This design comes from an exercise in tuning for small area and a short achievable clock period on the open sky130 flow, not from production work.
The RTL was checked by simulation tests, not by an equivalence proof against the original design.
Power and IR drop assume default switching activity.

===== design.v =====
module regfile_hold (
  input  logic en,
  input  logic enb,
  input  logic d,
  input  logic q,
  output logic y
);
  assign y = (en & d) | (enb & q);
endmodule
module regfile_aoi222 (
  input  logic a1, a2, b1, b2, c1, c2,
  output logic y
);
  assign y = ~((a1 & a2) | (b1 & b2) | (c1 & c2));
endmodule
module regfile_aoi22 (
  input  logic a1, a2, b1, b2,
  output logic y
);
  assign y = ~((a1 & a2) | (b1 & b2));
endmodule
module regfile_rdbit #(
  parameter int FAST = 0
) (
  input  logic [31:0] sel,
  input  logic [31:0] d,
  output logic        y
);
  if (FAST != 0) begin : g_fast
    logic [15:0] t;
    for (genvar k = 0; k < 16; k++) begin : g_t
      regfile_aoi22 u (.a1(sel[2*k]), .a2(d[2*k]), .b1(sel[2*k+1]), .b2(d[2*k+1]), .y(t[k]));
    end
    assign y = ~(&t[3:0]) | ~(&t[7:4]) | ~(&t[11:8]) | ~(&t[15:12]);
  end else begin : g_small
    logic [10:0] t;
    for (genvar k = 0; k < 10; k++) begin : g_t
      regfile_aoi222 u (.a1(sel[3*k]), .a2(d[3*k]), .b1(sel[3*k+1]), .b2(d[3*k+1]),
                        .c1(sel[3*k+2]), .c2(d[3*k+2]), .y(t[k]));
    end
    regfile_aoi22 u10 (.a1(sel[30]), .a2(d[30]), .b1(sel[31]), .b2(d[31]), .y(t[10]));
    assign y = ~(&t[3:0]) | ~(&t[7:4]) | ~(&t[10:8]);
  end
endmodule
module regfile_param #(
  parameter int XLEN     = 32,
  parameter int NREGS    = 32,
  parameter int ZERO_REG = 1,
  parameter int BYPASS   = 1,
  localparam int AW      = $clog2(NREGS)
) (
  input  logic            clk,
  input  logic            rst_n,
  input  logic            we,
  input  logic [AW-1:0]   wraddr,
  input  logic [XLEN-1:0] wrdata,
  input  logic [AW-1:0]   rs1,
  input  logic [AW-1:0]   rs2,
  output logic [XLEN-1:0] rdout1,
  output logic [XLEN-1:0] rdout2,
  output logic [NREGS-1:0] zflag,
  input  logic            dbg_req,
  input  logic            dbg_ready,
  output logic            dbg_valid,
  output logic [AW-1:0]   dbg_addr,
  output logic [XLEN-1:0] dbg_data,
  output logic            dbg_busy,
  output logic            dbg_done
);
  localparam logic [AW-1:0] LAST_PTR = AW'(NREGS - 1);
  logic [XLEN-1:0]  regs_r [1:NREGS-1];
  logic [XLEN-1:0]  regs_nx_s [1:NREGS-1];
  logic [NREGS-1:1] zf_r;
  logic [NREGS-1:1] wen_s, wenb_s, live_s;
  logic [NREGS-1:1] dec1_s, dec2_s, decd_s;
  logic             wzero_s;
  logic            busy_r, valid_r, done_r, first_r;
  logic [AW-1:0]   addr_r;
  logic [XLEN-1:0] data_r;
  logic            load_s;
  assign load_s = busy_r && !valid_r && !done_r;
  always_comb begin
    for (int i = 1; i < NREGS; i++) begin
      wen_s[i]  = we && (wraddr == AW'(i));
      wenb_s[i] = !wen_s[i];
      dec1_s[i] = (rs1 == AW'(i));
      dec2_s[i] = (rs2 == AW'(i));
      decd_s[i] = load_s && !first_r && (addr_r == AW'(i - 1));
      live_s[i] = !zf_r[i] && !wen_s[i];
    end
  end
  assign wzero_s = (wrdata == {XLEN{1'b0}});
  for (genvar i = 1; i < NREGS; i++) begin : g_reg
    for (genvar b = 0; b < XLEN; b++) begin : g_bit
      regfile_hold u_hold (.en(wen_s[i]), .enb(wenb_s[i]), .d(wrdata[b]),
                           .q(regs_r[i][b]), .y(regs_nx_s[i][b]));
    end
  end
  always_ff @(posedge clk) begin
    for (int i = 1; i < NREGS; i++) begin
      regs_r[i] <= regs_nx_s[i];
    end
  end
  always_ff @(posedge clk) begin
    for (int i = 1; i < NREGS; i++) begin
      if (!rst_n)        zf_r[i] <= 1'b1;
      else if (wen_s[i]) zf_r[i] <= wzero_s;
    end
  end
  assign zflag = {zf_r, 1'b1};
  logic [31:0] sel1_s, sel2_s, seld_s;
  assign sel1_s = {dec1_s & live_s, we && (wraddr == rs1) && (rs1 != '0)};
  assign sel2_s = {dec2_s & live_s, we && (wraddr == rs2) && (rs2 != '0)};
  assign seld_s = {decd_s & live_s, |(decd_s & wen_s)};
  logic [XLEN-1:0] rd1_s, rd2_s, rdd_s;
  for (genvar b = 0; b < XLEN; b++) begin : g_rd
    logic [31:0] col;
    assign col[0] = wrdata[b];
    for (genvar i = 1; i < NREGS; i++) begin : g_col
      assign col[i] = regs_r[i][b];
    end
    regfile_rdbit #(.FAST(0)) u_rd1 (.sel(sel1_s), .d(col), .y(rd1_s[b]));
    regfile_rdbit #(.FAST(0)) u_rd2 (.sel(sel2_s), .d(col), .y(rd2_s[b]));
    regfile_rdbit #(.FAST(0)) u_rdd (.sel(seld_s), .d(col), .y(rdd_s[b]));
  end
  assign rdout1 = rd1_s;
  assign rdout2 = rd2_s;
  always_ff @(posedge clk) begin
    if (!rst_n) begin
      busy_r  <= 1'b0;
      valid_r <= 1'b0;
      done_r  <= 1'b0;
      first_r <= 1'b0;
    end else if (!busy_r) begin
      if (dbg_req) begin
        busy_r  <= 1'b1;
        first_r <= 1'b1;
      end
    end else if (done_r) begin
      busy_r <= 1'b0;
      done_r <= 1'b0;
    end else if (valid_r) begin
      if (dbg_ready) begin
        valid_r <= 1'b0;
        done_r  <= (addr_r == LAST_PTR);
      end
    end else begin
      valid_r <= 1'b1;
      first_r <= 1'b0;
    end
  end
  always_ff @(posedge clk) begin
    if (!rst_n) begin
      addr_r <= {AW{1'b0}};
      data_r <= {XLEN{1'b0}};
    end else if (load_s) begin
      addr_r <= first_r ? {AW{1'b0}} : addr_r + AW'(1'b1);
      data_r <= rdd_s;
    end
  end
  assign dbg_valid = valid_r;
  assign dbg_busy  = busy_r;
  assign dbg_done  = done_r;
  assign dbg_addr  = addr_r;
  assign dbg_data  = data_r;
endmodule

===== run.sh =====
#!/bin/bash
# synth_recipe.tcl (not shown) runs the flow's synth.tcl, then flattens the netlist and writes it again
# the make line also repeats each setting of config.mk as NAME=value (left out here)
make -C /OpenROAD-flow-scripts/flow DESIGN_CONFIG=/design/flow/config.mk WORK_HOME=/design/flow/orfs CLKGATE_MAP_FILE= SYNTH_SCRIPT=/design/flow/synth_recipe.tcl finish

===== config.mk =====
export PLATFORM = sky130hd
export DESIGN_NAME = regfile_param
export DESIGN_NICKNAME = regfile_param
export VERILOG_FILES = /design/flow/design.v
export SDC_FILE = /design/flow/constraint.sdc
export NUM_CORES = 4
export LEC_CHECK = 0
export CAP_MARGIN = 20
export CORE_MARGIN = 2
export CORE_UTILIZATION = 60
export CTS_BUF_LIST = sky130_fd_sc_hd__clkbuf_4 sky130_fd_sc_hd__clkbuf_8
export SETUP_SLACK_MARGIN = 2.0
export SLEW_MARGIN = 20
export SYNTH_HIERARCHICAL = 1
export SYNTH_MINIMUM_KEEP_SIZE = 0

===== constraint.sdc =====
create_clock -name core_clock -period 6.5 [get_ports {clk}]
set_input_delay 1.3000 -clock core_clock [delete_from_list [all_inputs] [get_ports {clk}]]
set_output_delay 1.3000 -clock core_clock [all_outputs]
set_load 0.01 [all_outputs]

==> results.txt, run 1 <==
status=did not finish; Last stage=global routing; Run Error=[ERROR GRT-0232] Routing congestion too high. Check the congestion heatmap in the GUI.; unique cell type count in the Yosys netlist=64; combinational family with the most area after synthesis=compound AO/OA/AOI/OAI gates; simple-gate area share of the yosys netlist=0.0926; TritonCTS buffer count=169; die span in y=282 µm; CTS root buffer=clkbuf_8; Compound-Gate Fraction of Synth Area=0.435; Hold Buf Count CTS=0; row count=101; Total GRT Usage=0.815; syn nets=4,125; Ys Warns=10; mean post-synth cell area=11.4 µm²; Synth Area in Adders=0.00162; EDFF count, synth=0; dpl cell area=54,300 µm²; pre-CTS setup slack=-0.194 ns; # H-tree levels=4; Overflow after GRT=201; largest net degree at the start of global routing=73; top_reg_cell synth=dfxtp_1; synthesized area=46,200 µm²; CTS max path bufs=3; CTS sink cnt=1,064; worst endpoint pin kind=top-level output; detailed placement HPWL=163,000 µm; Yosys reg bits=between 1,000 and 1,500; fraction of registers with async set/reset=0; Seq/Total Area, Yosys=0.461; I/O Pins=188; post-synthesis xor/xnor area fraction=0.00170; input/output buffers=186; Mapped Cells=between 4,000 and 5,000; Die Wd=~280 µm; worst setup endpoint GRT=rdout1[30]; initial core utilization=0.608; mux cell area share after synthesis=0.000920; gpl congestion=1.09
## power groups by stage
stage / sequential [W] / clock (W) / combinational, W
global placement: 0.00907 / 0 / 0.00148
detailed placement: 0.00912 / 0 / 0.00156
floorplan: 0.00880 / 0 / 0.00110
CTS: 0.00901 / 0.00634 / 0.00163
## synth_stat cells (2+ instances only)
cell type     n  share of area
o41ai_1       2        0.00038
buf_2        11         0.0012
nand2b_1     32         0.0043
nor3_1       66         0.0071
and4_1        2        0.00038
nand2_2       4        0.00054
o22ai_1       5        0.00068
mux2i_1       2        0.00043
xnor2_1       3        0.00057
mux2_2        2        0.00049
nand3b_1      7         0.0011
o21a_1        3        0.00049
buf_6         3        0.00073
nand4_1     198          0.027
buf_1         3        0.00024
or3b_2        2        0.00038
a21oi_1       5        0.00054
nand3_1     108          0.012
and2_1        3        0.00041
nand3_4       2        0.00076
xor2_1        6         0.0011
nor2b_1       8         0.0011
ha_1          6         0.0016
o21ai_1       4        0.00043
a22o_1      992           0.19
nand2_1     125          0.010
a22oi_2      96          0.026
o22ai_2       2        0.00054
nor2_1       35         0.0028
clkbuf_1     23         0.0019
a21boi_0     34         0.0055
a222oi_1    960           0.21
o21ai_0      30         0.0032
nor2_2        3        0.00041
inv_2         3        0.00024
nor4_1       47         0.0064
inv_1        33         0.0027
or3_1        98          0.013
nand3_2       2        0.00043
buf_4         3        0.00049
dfxtp_1    1064           0.46
or2_2         4        0.00054
and3_1        5        0.00068
## per-module statistics from Yosys (local to each module, per instance), excerpt
module          cell area [µm²]  flops+latches
regfile_aoi22              12.5              0
regfile_aoi222             10.0              0
regfile_hold               8.76              0
regfile_param             24500           1064
## metal layers
layer / GRT overflow / track usage
met1: 11 / 0.847
met2: 84 / 0.913
met3: 32 / 0.724
met4: 72 / 0.748
met5: 2 / 0.462
## timing repair
item | in CTS
pin swaps | 329
buffers inserted | 224
cloned | 28
gates resized for setup | 478
setup endpoints to repair | 96
## kinds of logic after synthesis
logic type | after synthesis
other cells | 1
fa+ha+maj | 6
compound gates | 2140
flops | 1064
simple gates | 764
mux | 4
xor+xnor | 9
buf+inv | 79
## stage by stage
step / std cells / hold WS [ns] / utilization
after floorplan: 4067 / 0.482 / -
after global placement: 5605 / 0.453 / 0.713
after detailed placement: 5609 / 0.458 / 0.713
after CTS: 6166 / 0.466 / 0.811
## how the worst max path moves through the flow
stage	startpoint	end	slack, ns	depth (start not counted)
after floorplan	wraddr[0]	rdout1[10]	1.55	9
after global placement	we	rdout2[10]	-0.11	13
after CTS	wraddr[3]	rdout2[3]	1.21	14
after detailed placement	we	rdout2[10]	-0.19	13
==> inputs of run 2 (changes only) <==
==> flow/run.sh (new file) <==
#!/bin/bash
# Standard ORFS layout, with plain buffers (not delay cells) on the ports.
set -euo pipefail
export BUFFER_PORTS_ARGS="-buffer_cell sky130_fd_sc_hd__buf_2"
bash standard.sh > standard.log 2>&1
==> standard.sh (new file) <==
#!/bin/bash
# synth_recipe.tcl (not shown) runs the flow's synth.tcl, then flattens the netlist and writes it again
# the make line also repeats each setting of config.mk as NAME=value (left out here)
make -C /OpenROAD-flow-scripts/flow DESIGN_CONFIG=/design/flow/config.mk WORK_HOME=/design/flow/orfs CLKGATE_MAP_FILE= SYNTH_SCRIPT=/design/flow/synth_recipe.tcl "${@:-finish}"
removed: run.sh
==> results.txt, run 2 <==
status=did not finish; Last stage=global routing; Run Error=[ERROR GRT-0232] Routing congestion too high. Check the congestion heatmap in the GUI.; Yosys reg bits=1,064 (unchanged); Total GRT Usage=0.748; Mapped Cells=4,067 (unchanged); Die Wd=282 µm (unchanged); Ys Warns=10 (unchanged); Synth top area share=0.461 (unchanged); CTS root buffer=clkbuf_8; TritonCTS buffer count=173 (+2.4%); row count=101 (unchanged); gpl congestion=1.06 (-3.3%); Seq/Total Area, Yosys=0.461 (unchanged); Overflow after GRT=22; top_reg_cell synth=dfxtp_1; mean post-synth cell area=11.4 µm² (unchanged); post-synth top area cell=dfxtp_1; fraction of registers with async set/reset=0 (unchanged); largest net degree at the start of global routing=73; initial core utilization=0.608 (unchanged); input/output buffers=186 (unchanged); top-count cell post-synth=dfxtp_1; pre-CTS setup slack=0.672 ns (+0.866 ns); die span in y=282 µm (unchanged); CTS max path bufs=3 (unchanged); unique cell type count in the Yosys netlist=64 (unchanged); detailed placement HPWL=157,000 µm (-3.7%); Synth area leaders=dfxtp_1 46%, a222oi_1 21%, a22o_1 19%, nand4_1 2.7%, a22oi_2 2.6%; Synth top cells by count=1,064 x dfxtp_1, 992 x a22o_1, 960 x a222oi_1; CTS sink cnt=1,064 (unchanged); Hold Buf Count CTS=0 (unchanged); syn nets=4,125 (unchanged); synthesized area=46,200 µm² (unchanged); EDFF count, synth=0 (unchanged); I/O Pins=188 (unchanged); # H-tree levels=4 (unchanged)
[run 2: worst min-delay path by stage]
| stage | from | to | slack, ns | cells past startpoint |
|---|---|---|---|---|
| CTS | data_r[18] | data_r[18] | 0.46 | 2 |
| detailed placement | data_r[18] | data_r[18] | 0.46 | 2 |
| floorplan | regs_r[12][0] | regs_r[12][0] | 0.48 | 1 |
| global placement | data_r[15] | data_r[15] | 0.45 | 2 |
[run 2: modules after synthesis (local to each module, per instance), excerpt]
| module | copies in the design | cells |
|---|---|---|
| regfile_param | 1 | 1635 |
| regfile_aoi22 | 96 | 1 |
| regfile_aoi222 | 960 | 1 |
| regfile_hold | 992 | 1 |
[run 2: power groups by stage]
stage | logic (W) | clock network (W) | registers [W]
after floorplan | 0.00110 | 0 | 0.00880
after CTS | 0.00161 | 0.00635 | 0.00901
after global placement | 0.00146 | 0 | 0.00907
after detailed placement | 0.00153 | 0 | 0.00911
[run 2: cells by family after synthesis]
| logic type | share of synthesized area |
|---|---|
| AOI/OAI and AO/OA | 0.435 |
| DFF | 0.461 |
| and+or+nand+nor | 0.0926 |
| buffers and inverters | 0.00744 |
| xor gates and xnor gates | 0.00170 |
| adders and majority gates | 0.00162 |
| muxes | 0.000920 |
| other | 0.0000811 |
[run 2: layer usage]
layer  GRT overflow  track usage
met1              1        0.789
met4              7        0.671
met3              3        0.637
met5              0        0.341
met2             11        0.861
[run 2: metrics by stage]
stage	hold WS, ns	utilization	total power (W)	cell area [µm²]	std cells
after CTS	0.465	0.778	0.0170	59200	5961
after global placement	0.451	0.680	0.0105	51700	5461
after floorplan	0.482	-	0.00990	47800	4067
after detailed placement	0.456	0.680	0.0106	51800	5463
[run 2: what timing repair did]
action / CTS
pin swaps: 305
cloned: 47
endpoints found under the setup margin: 75
gates resized for setup: 321
buffers inserted: 145
